Source: an optimization exercise on an open RTL-to-GDS flow (aim: small area, a short achievable clock period and few clock cycles per item). Production flows keep margins and buffers that such runs may drop.
Function was checked by simulation only, so behaviour that the tests miss may differ from the original.
Power is estimated from default activity; no workload was simulated.

==> build 25 <==
## idct_block
module idct_block (
    input  logic        CLOCK,
    input  logic        Resetn,
    input  logic        in_valid,
    input  logic [15:0] in_data,
    output logic        in_ready,
    output logic        out_valid,
    output logic [31:0] out_data,
    input  logic        out_ready
);
Settings: LEC_CHECK=0, CAP_MARGIN=20, CORE_MARGIN=2, CORE_UTILIZATION=55, PLACE_DENSITY_LB_ADDON=0.2, SLEW_MARGIN=20; clock period 10.0 ns.
standard.sh (not shown) runs the stock make flow with config.mk's settings and CLKGATE_MAP_FILE= SYNTH_SCRIPT=/design/flow/synth_recipe.tcl, a recipe that flattens the netlist after the stock synthesis.
==> flow/flow/run.sh <==
#!/bin/bash
set -euo pipefail
W=$(cd "$(dirname "$0")/.." && pwd)
cd "$W"
MARGIN=6.5
{ cat config.mk; echo "export SETUP_SLACK_MARGIN = $MARGIN"; } > flow_config.mk
sed "s|DESIGN_CONFIG=[^ ]*|DESIGN_CONFIG=$W/flow_config.mk|" standard.sh > flow_standard.sh
bash flow_standard.sh > flow_make.log 2>&1
==> build 4: changes against build 25 <==
==> flow/run.sh (new file) <==
#!/bin/bash
# synth_recipe.tcl (not shown) runs the flow's synth.tcl, then flattens the netlist and writes it again
# the make line also repeats each setting of config.mk as NAME=value (left out here)
make -C /OpenROAD-flow-scripts/flow DESIGN_CONFIG=/design/flow/config.mk WORK_HOME=/design/flow/orfs CLKGATE_MAP_FILE= SYNTH_SCRIPT=/design/flow/synth_recipe.tcl finish
- CORE_UTILIZATION: 55 -> 40
- SETUP_SLACK_MARGIN: default -> 5
removed: flow/flow/run.sh
removed: flow/standard.sh
==> qor summary <==
Total power: build 4 38600 µW; build 25 39200 µW
Global-route wire length before repair: build 4 465000 µm; build 25 483000 µm
Initial cell density of the core: build 4 0.402; build 25 0.554
Slowest stage cell on the critical path: build 4 sky130_fd_sc_hd__a221oi_1; build 25 sky130_fd_sc_hd__a222oi_1
Sequential share of cell area: build 4 0.519; build 25 0.494
Total area of multi-input combinational cells: build 4 46800 µm²; build 25 51500 µm²
Leakage power total: build 4 0.0613 µW; build 25 0.0652 µW
Via count of the first global-routing pass: build 4 74100; build 25 77600
Power Density: build 4 277 nW/µm²; build 25 267 nW/µm²
Met1 Routed Length: build 4 143000 µm; build 25 139000 µm
Final Instance Count excl. Fillers: build 4 14600; build 25 14100
Non-clock buffer area fraction after layout: build 4 0.00798; build 25 0.0411
Result of the run: build 4 complete, no violations; build 25 complete, no violations
Wire per inst: build 4 21.5 µm; build 25 23.7 µm
Crit path depth: build 4 9; build 25 15
Most repeated library cell on the critical path: build 4 sky130_fd_sc_hd__nor3_2; build 25 sky130_fd_sc_hd__a21oi_2
Layout Area Growth over Synthesis: build 4 14.6%; build 25 20.7%
Placed cell areas: build 4 127000 µm²; build 25 126000 µm²
Proportion of power drawn by flip-flops and latches: build 4 0.431; build 25 0.427
Setup Slack @ Placement: build 4 4960 ps; build 25 5050 ps
Count of instances resized after the clock tree is built: build 4 3; build 25 785
Number of nets in the final layout: build 4 11300; build 25 11800
Final standard cell utilization of the core: build 4 0.461; build 25 0.668
Crit path buf inv count: build 4 1; build 25 2
Non-Clock Buffer Count: build 4 124; build 25 664
All-layer global routing usage: build 4 0.199; build 25 0.287
Testbench counts of build 25, summed over its fixed seeds: cycles 6,768, blocks 96.
Testbench counts of build 4, summed over its fixed seeds: cycles 6,768, blocks 96.


==> v34 <==
Another version of the RTL of idct_block (not shown whole).
clock: 10.0 ns
lec_check: 0
cap_margin: 20
core_margin: 2
core_utilization: 55
cts_cluster_diameter: 100
cts_cluster_size: 24
place_density_lb_addon: 0.2
slew_margin: 20
==> flow/flow/run.sh <==
#!/bin/bash
set -euo pipefail
W=$(cd "$(dirname "$0")/.." && pwd)
cd "$W"
MARGIN=6.4
{ cat config.mk; echo "export SETUP_SLACK_MARGIN = $MARGIN"; } > flow_config.mk
sed "s|DESIGN_CONFIG=[^ ]*|DESIGN_CONFIG=$W/flow_config.mk|" standard.sh > flow_standard.sh
bash flow_standard.sh > flow_make.log 2>&1
==> v21 (differences from v34) <==
--- a/flow/design.v
+++ b/flow/design.v
@@ -11,11 +11,10 @@
     input  logic        out_ready
 );
     logic [2:0]  ph;           
     logic [5:0]  wn;           
     logic        xv;           
-    logic        bv;           
     logic        ldp;          
     logic [2:0]  ldk;          
     logic        sv;           
     logic [2:0]  sk;           
     logic        w_xfer;       
@@ -35,14 +34,14 @@
     logic        done_all;
     logic        clr0, cpy0;   
     assign in_take  = in_valid && in_ready;
     assign wn_nx    = wn + {5'd0, in_take};
     logic        o_first, o_src_s;
-    assign o_first  = (ph == 3'd5) && d_xfer;
-    assign out_load = (obv || o_first) && (ph - 3'd5 == ow[2:0] || o_first) && (!out_valid || out_ready);
+    assign o_first  = (ph == 3'd4) && d_xfer;
+    assign out_load = (obv || o_first) && (ph - 3'd4 == ow[2:0] || o_first) && (!out_valid || out_ready);
     assign o_src_s  = o_first || (ow[5:3] == 3'd0);
-    assign done_all = &(m0 | {((clr0 || cpy0) && (ph == 3'd5)), 7'd0});
+    assign done_all = &(m0 | {((clr0 || cpy0) && (ph == 3'd4)), 7'd0});
     assign obe      = !obv;
     always_comb begin
         d_act = 1'b0; d_first = 1'b0; d_xfer = 1'b0; d_cp = !done_all;
         if (!done_all) begin
             d_act = 1'b0;
@@ -58,11 +57,10 @@
         if (!Resetn) begin
             ph       <= 3'd7;
             wn       <= '0;
             in_ready <= 1'b0;
             xv       <= 1'b0;
-            bv       <= 1'b0;
             ldp      <= 1'b0;
             ldk      <= '0;
             sv       <= 1'b0;
             sk       <= '0;
             w_xfer   <= 1'b0;
@@ -77,18 +75,17 @@
         end else begin
             ph <= ph + 3'd1;
             wn <= wn_nx;
             in_ready <= (ph + 3'd1 == wn_nx[2:0]) && !((wn_nx[2:0] == 3'd7) && sv);
             xv  <= in_take;
-            bv  <= xv;
-            ldp <= pv1 && (ph == 3'd2);
-            if (pv1 && (ph == 3'd2)) ldk <= wn[5:3] - 3'd1;
+            ldp <= pv1 && (ph == 3'd1);
+            if (pv1 && (ph == 3'd1)) ldk <= wn[5:3] - 3'd1;
             if (ldp) begin
                 sv <= 1'b1;
                 sk <= ldk;
             end
-            if (ph == 3'd5) begin
+            if (ph == 3'd4) begin
                 w_xfer <= d_xfer;
                 w_act  <= d_act;
                 w_first <= d_first;
                 w_cp   <= d_cp;
                 w_k    <= sk;
@@ -105,22 +102,20 @@
             end
             if (out_load) out_valid <= 1'b1;
             else if (out_ready) out_valid <= 1'b0;
         end
     end
-    logic [15:0] x_q;
-    always_ff @(posedge CLOCK) x_q <= in_data;
     logic signed [15:0] m1_b1;
     logic signed [17:0] m1_b3;
     logic signed [18:0] m1_b5;
     logic [6:0][16:0] m1_q;
     logic [2:0] m1_zb, m1_z;
     always_ff @(posedge CLOCK) begin
-        m1_b1 <= $signed(x_q);
-        m1_b3 <= 18'($signed(x_q)) + (18'($signed(x_q)) <<< 1);
-        m1_b5 <= 19'($signed(x_q)) + (19'($signed(x_q)) <<< 2);
-        m1_zb <= {(x_q[5:0] == 6'd0), (x_q[6:0] == 7'd0), (x_q[7:0] == 8'd0)};
+        m1_b1 <= $signed(in_data);
+        m1_b3 <= 18'($signed(in_data)) + (18'($signed(in_data)) <<< 1);
+        m1_b5 <= 19'($signed(in_data)) + (19'($signed(in_data)) <<< 2);
+        m1_zb <= {(in_data[5:0] == 6'd0), (in_data[6:0] == 7'd0), (in_data[7:0] == 8'd0)};
         m1_z <= m1_zb;
         m1_q[0] <= 17'(((26'(m1_b5) <<< 6) + (26'(m1_b5) <<< 3) + (26'(m1_b1) <<< 1)) >>> 8);   
         m1_q[1] <= 17'(((26'(m1_b1) <<< 9) - (26'(m1_b5) <<< 1)) >>> 8);   
         m1_q[2] <= 17'(((26'(m1_b1) <<< 9) - (26'(m1_b5) <<< 3) + 26'(m1_b1)) >>> 8);   
         m1_q[3] <= 17'(((26'(m1_b1) <<< 9) - (26'(m1_b5) <<< 4) - (26'(m1_b3) <<< 1)) >>> 8);   
@@ -130,19 +125,19 @@
     end
     logic        clr1;             
     logic [3:0][6:0] sel1;         
     logic [7:0]  neg1;             
     logic [2:0]  n1n;
-    assign n1n = ph - 3'd2;
+    assign n1n = ph - 3'd1;
     always_ff @(posedge CLOCK or negedge Resetn) begin
         if (!Resetn) begin
             pv1 <= 1'b0; clr1 <= 1'b0; sel1 <= '0; neg1 <= '0;
         end else begin
-            pv1  <= bv;
-            clr1 <= bv && (n1n == 3'd0);
+            pv1  <= xv;
+            clr1 <= xv && (n1n == 3'd0);
             sel1 <= '0; neg1 <= '0;
-            if (bv) begin
+            if (xv) begin
                 case (n1n)
                     3'd0: begin sel1[0] <= 7'd1; sel1[1] <= 7'd1; sel1[2] <= 7'd1; sel1[3] <= 7'd1; neg1 <= 8'b00000000; end
                     3'd1: begin sel1[0] <= 7'd2; sel1[1] <= 7'd8; sel1[2] <= 7'd16; sel1[3] <= 7'd64; neg1 <= 8'b11110000; end
                     3'd2: begin sel1[0] <= 7'd4; sel1[1] <= 7'd32; sel1[2] <= 7'd32; sel1[3] <= 7'd4; neg1 <= 8'b00111100; end
                     3'd3: begin sel1[0] <= 7'd8; sel1[1] <= 7'd64; sel1[2] <= 7'd2; sel1[3] <= 7'd16; neg1 <= 8'b10001110; end
@@ -233,11 +228,11 @@
     logic [3:0][6:0] sel2;         
     logic [7:0]  neg2;
     always_ff @(posedge CLOCK or negedge Resetn) begin
         if (!Resetn) begin
             clr2 <= 1'b0; sel2 <= '0; neg2 <= '0;
-        end else if (ph == 3'd5) begin
+        end else if (ph == 3'd4) begin
             clr2 <= d_first;
             sel2 <= '0; neg2 <= '0;
             if (d_act) begin
                 case (sk)
                     3'd0: begin sel2[0] <= 7'd1; sel2[1] <= 7'd1; sel2[2] <= 7'd1; sel2[3] <= 7'd1; neg2 <= 8'b00000000; end
@@ -257,16 +252,16 @@
     logic        neg0;
     logic [2:0]  c_nx, c_now;
     logic        nx_act, nx_first, nx_cp, pend_nx;
     logic [2:0]  nx_k;
     logic [5:0]  ow_e;
-    assign c_nx     = ph - 3'd5;
-    assign c_now    = ph - 3'd6;
-    assign nx_act   = (ph == 3'd5) ? d_act   : w_act;
-    assign nx_first = (ph == 3'd5) ? d_first : w_first;
-    assign nx_cp    = (ph == 3'd5) ? d_cp    : w_cp;
-    assign nx_k     = (ph == 3'd5) ? sk      : w_k;
+    assign c_nx     = ph - 3'd4;
+    assign c_now    = ph - 3'd5;
+    assign nx_act   = (ph == 3'd4) ? d_act   : w_act;
+    assign nx_first = (ph == 3'd4) ? d_first : w_first;
+    assign nx_cp    = (ph == 3'd4) ? d_cp    : w_cp;
+    assign nx_k     = (ph == 3'd4) ? sk      : w_k;
     assign ow_e     = o_first ? 6'd0 : ow;
     assign pend_nx  = (obv || o_first) && (ow_e[5:3] == 3'd0) && (ow_e[2:0] <= c_nx) && !out_load;
     always_ff @(posedge CLOCK or negedge Resetn) begin
         if (!Resetn) begin
             sel0 <= '0; neg0 <= 1'b0; clr0 <= 1'b0; cpy0 <= 1'b0; m0 <= 8'hff;
@@ -287,11 +282,11 @@
                     default: ;
                 endcase
             end else if (nx_cp && !m0[c_nx] && !pend_nx) begin
                 cpy0 <= 1'b1;
             end
-            if ((ph == 3'd5) && d_first) m0 <= '0;
+            if ((ph == 3'd4) && d_first) m0 <= '0;
             else if (clr0 || cpy0) m0[c_now] <= 1'b1;
         end
     end
     logic [20:0] t0q;
     logic        t0z;
--- a/flow/config.mk
+++ b/flow/config.mk
@@ -5,10 +5,10 @@
 export SDC_FILE = /design/flow/constraint.sdc
 export NUM_CORES = 4
 export LEC_CHECK = 0
 export CAP_MARGIN = 20
 export CORE_MARGIN = 2
-export CORE_UTILIZATION = 55
+export CORE_UTILIZATION = 62
 export CTS_CLUSTER_DIAMETER = 100
 export CTS_CLUSTER_SIZE = 24
-export PLACE_DENSITY_LB_ADDON = 0.2
+export PLACE_DENSITY_LB_ADDON = 0.15
 export SLEW_MARGIN = 20
==> qor summary <==
	v34	v21
Status	finished clean	finished clean
Data arrival time of the worst path	4.47 ns	1.68 ns
Startpoint of the worst setup timing path	sel2[26]	o_q[22]
Std-Cell Core Area	220000 sq um	194000 sq um
Classification of the worst setup path	flop to flop	flop to output port
Fraction of standard cell area that is sequential	0.561	0.564
Met2 global-route usage	0.409	0.448
Clock network power share	0.223	0.232
Critical Path Max Stage Delay	0.62 ns	0.39 ns
Global-route wire length before repair	434000 um	411000 um
Type of destination of the critical path	flop	output port
Final non-clock buffer share	0.0161	0.0168
Mux contribution to synthesized area	0.0279	0.0300
Testbench counts of v34, summed over its fixed seeds: cycles 6,768, blocks 96.
Testbench counts of v21, summed over its fixed seeds: cycles 6,760, blocks 96.

==> afterwards: timing with drivers on the ports <==
The results above use ideal ports. As a check the final layouts listed here were re-extracted and re-timed, cells and wires unchanged. Step 1 (the two cells are an assumption about what drives the block):
set clk [get_ports {CLOCK}]
set_driving_cell -lib_cell sky130_fd_sc_hd__clkbuf_16 $clk
set_driving_cell -lib_cell sky130_fd_sc_hd__buf_2 [delete_from_list [all_inputs] $clk]
Step 2 also shifts input and output timing later by t, the mid clock arrival at the registers, as if the neighbouring blocks saw the same clock. Three values: ideal ports, drivers, drivers and shift; two values: the first two.
| run | t, ns | setup slack, ns | worst setup path at the end | latest minus earliest clock arrival (ns) | cell pins on the clock port's net |
|---|---|---|---|---|---|
| build 25 | 1.013 | 5.941 / 5.941 / 5.941 | register to register | 0.118 / 0.118 | 1 |
| build 4 | 0.989 | 5.236 / 5.236 / 5.236 | register to register | 0.107 / 0.107 | 1 |
| v34 | 0.948 | 6.327 / 6.244 / 6.016 | input to register | 0.074 / 0.074 | 1 |
| v21 | 0.932 | 6.317 / 6.231 / 5.584 | input to register | 0.055 / 0.054 | 1 |
After both steps every run listed still meets setup and hold. For v21, which loses most, drivers alone change the setup slack by -0.086 ns; drivers and shift together by -0.733 ns.
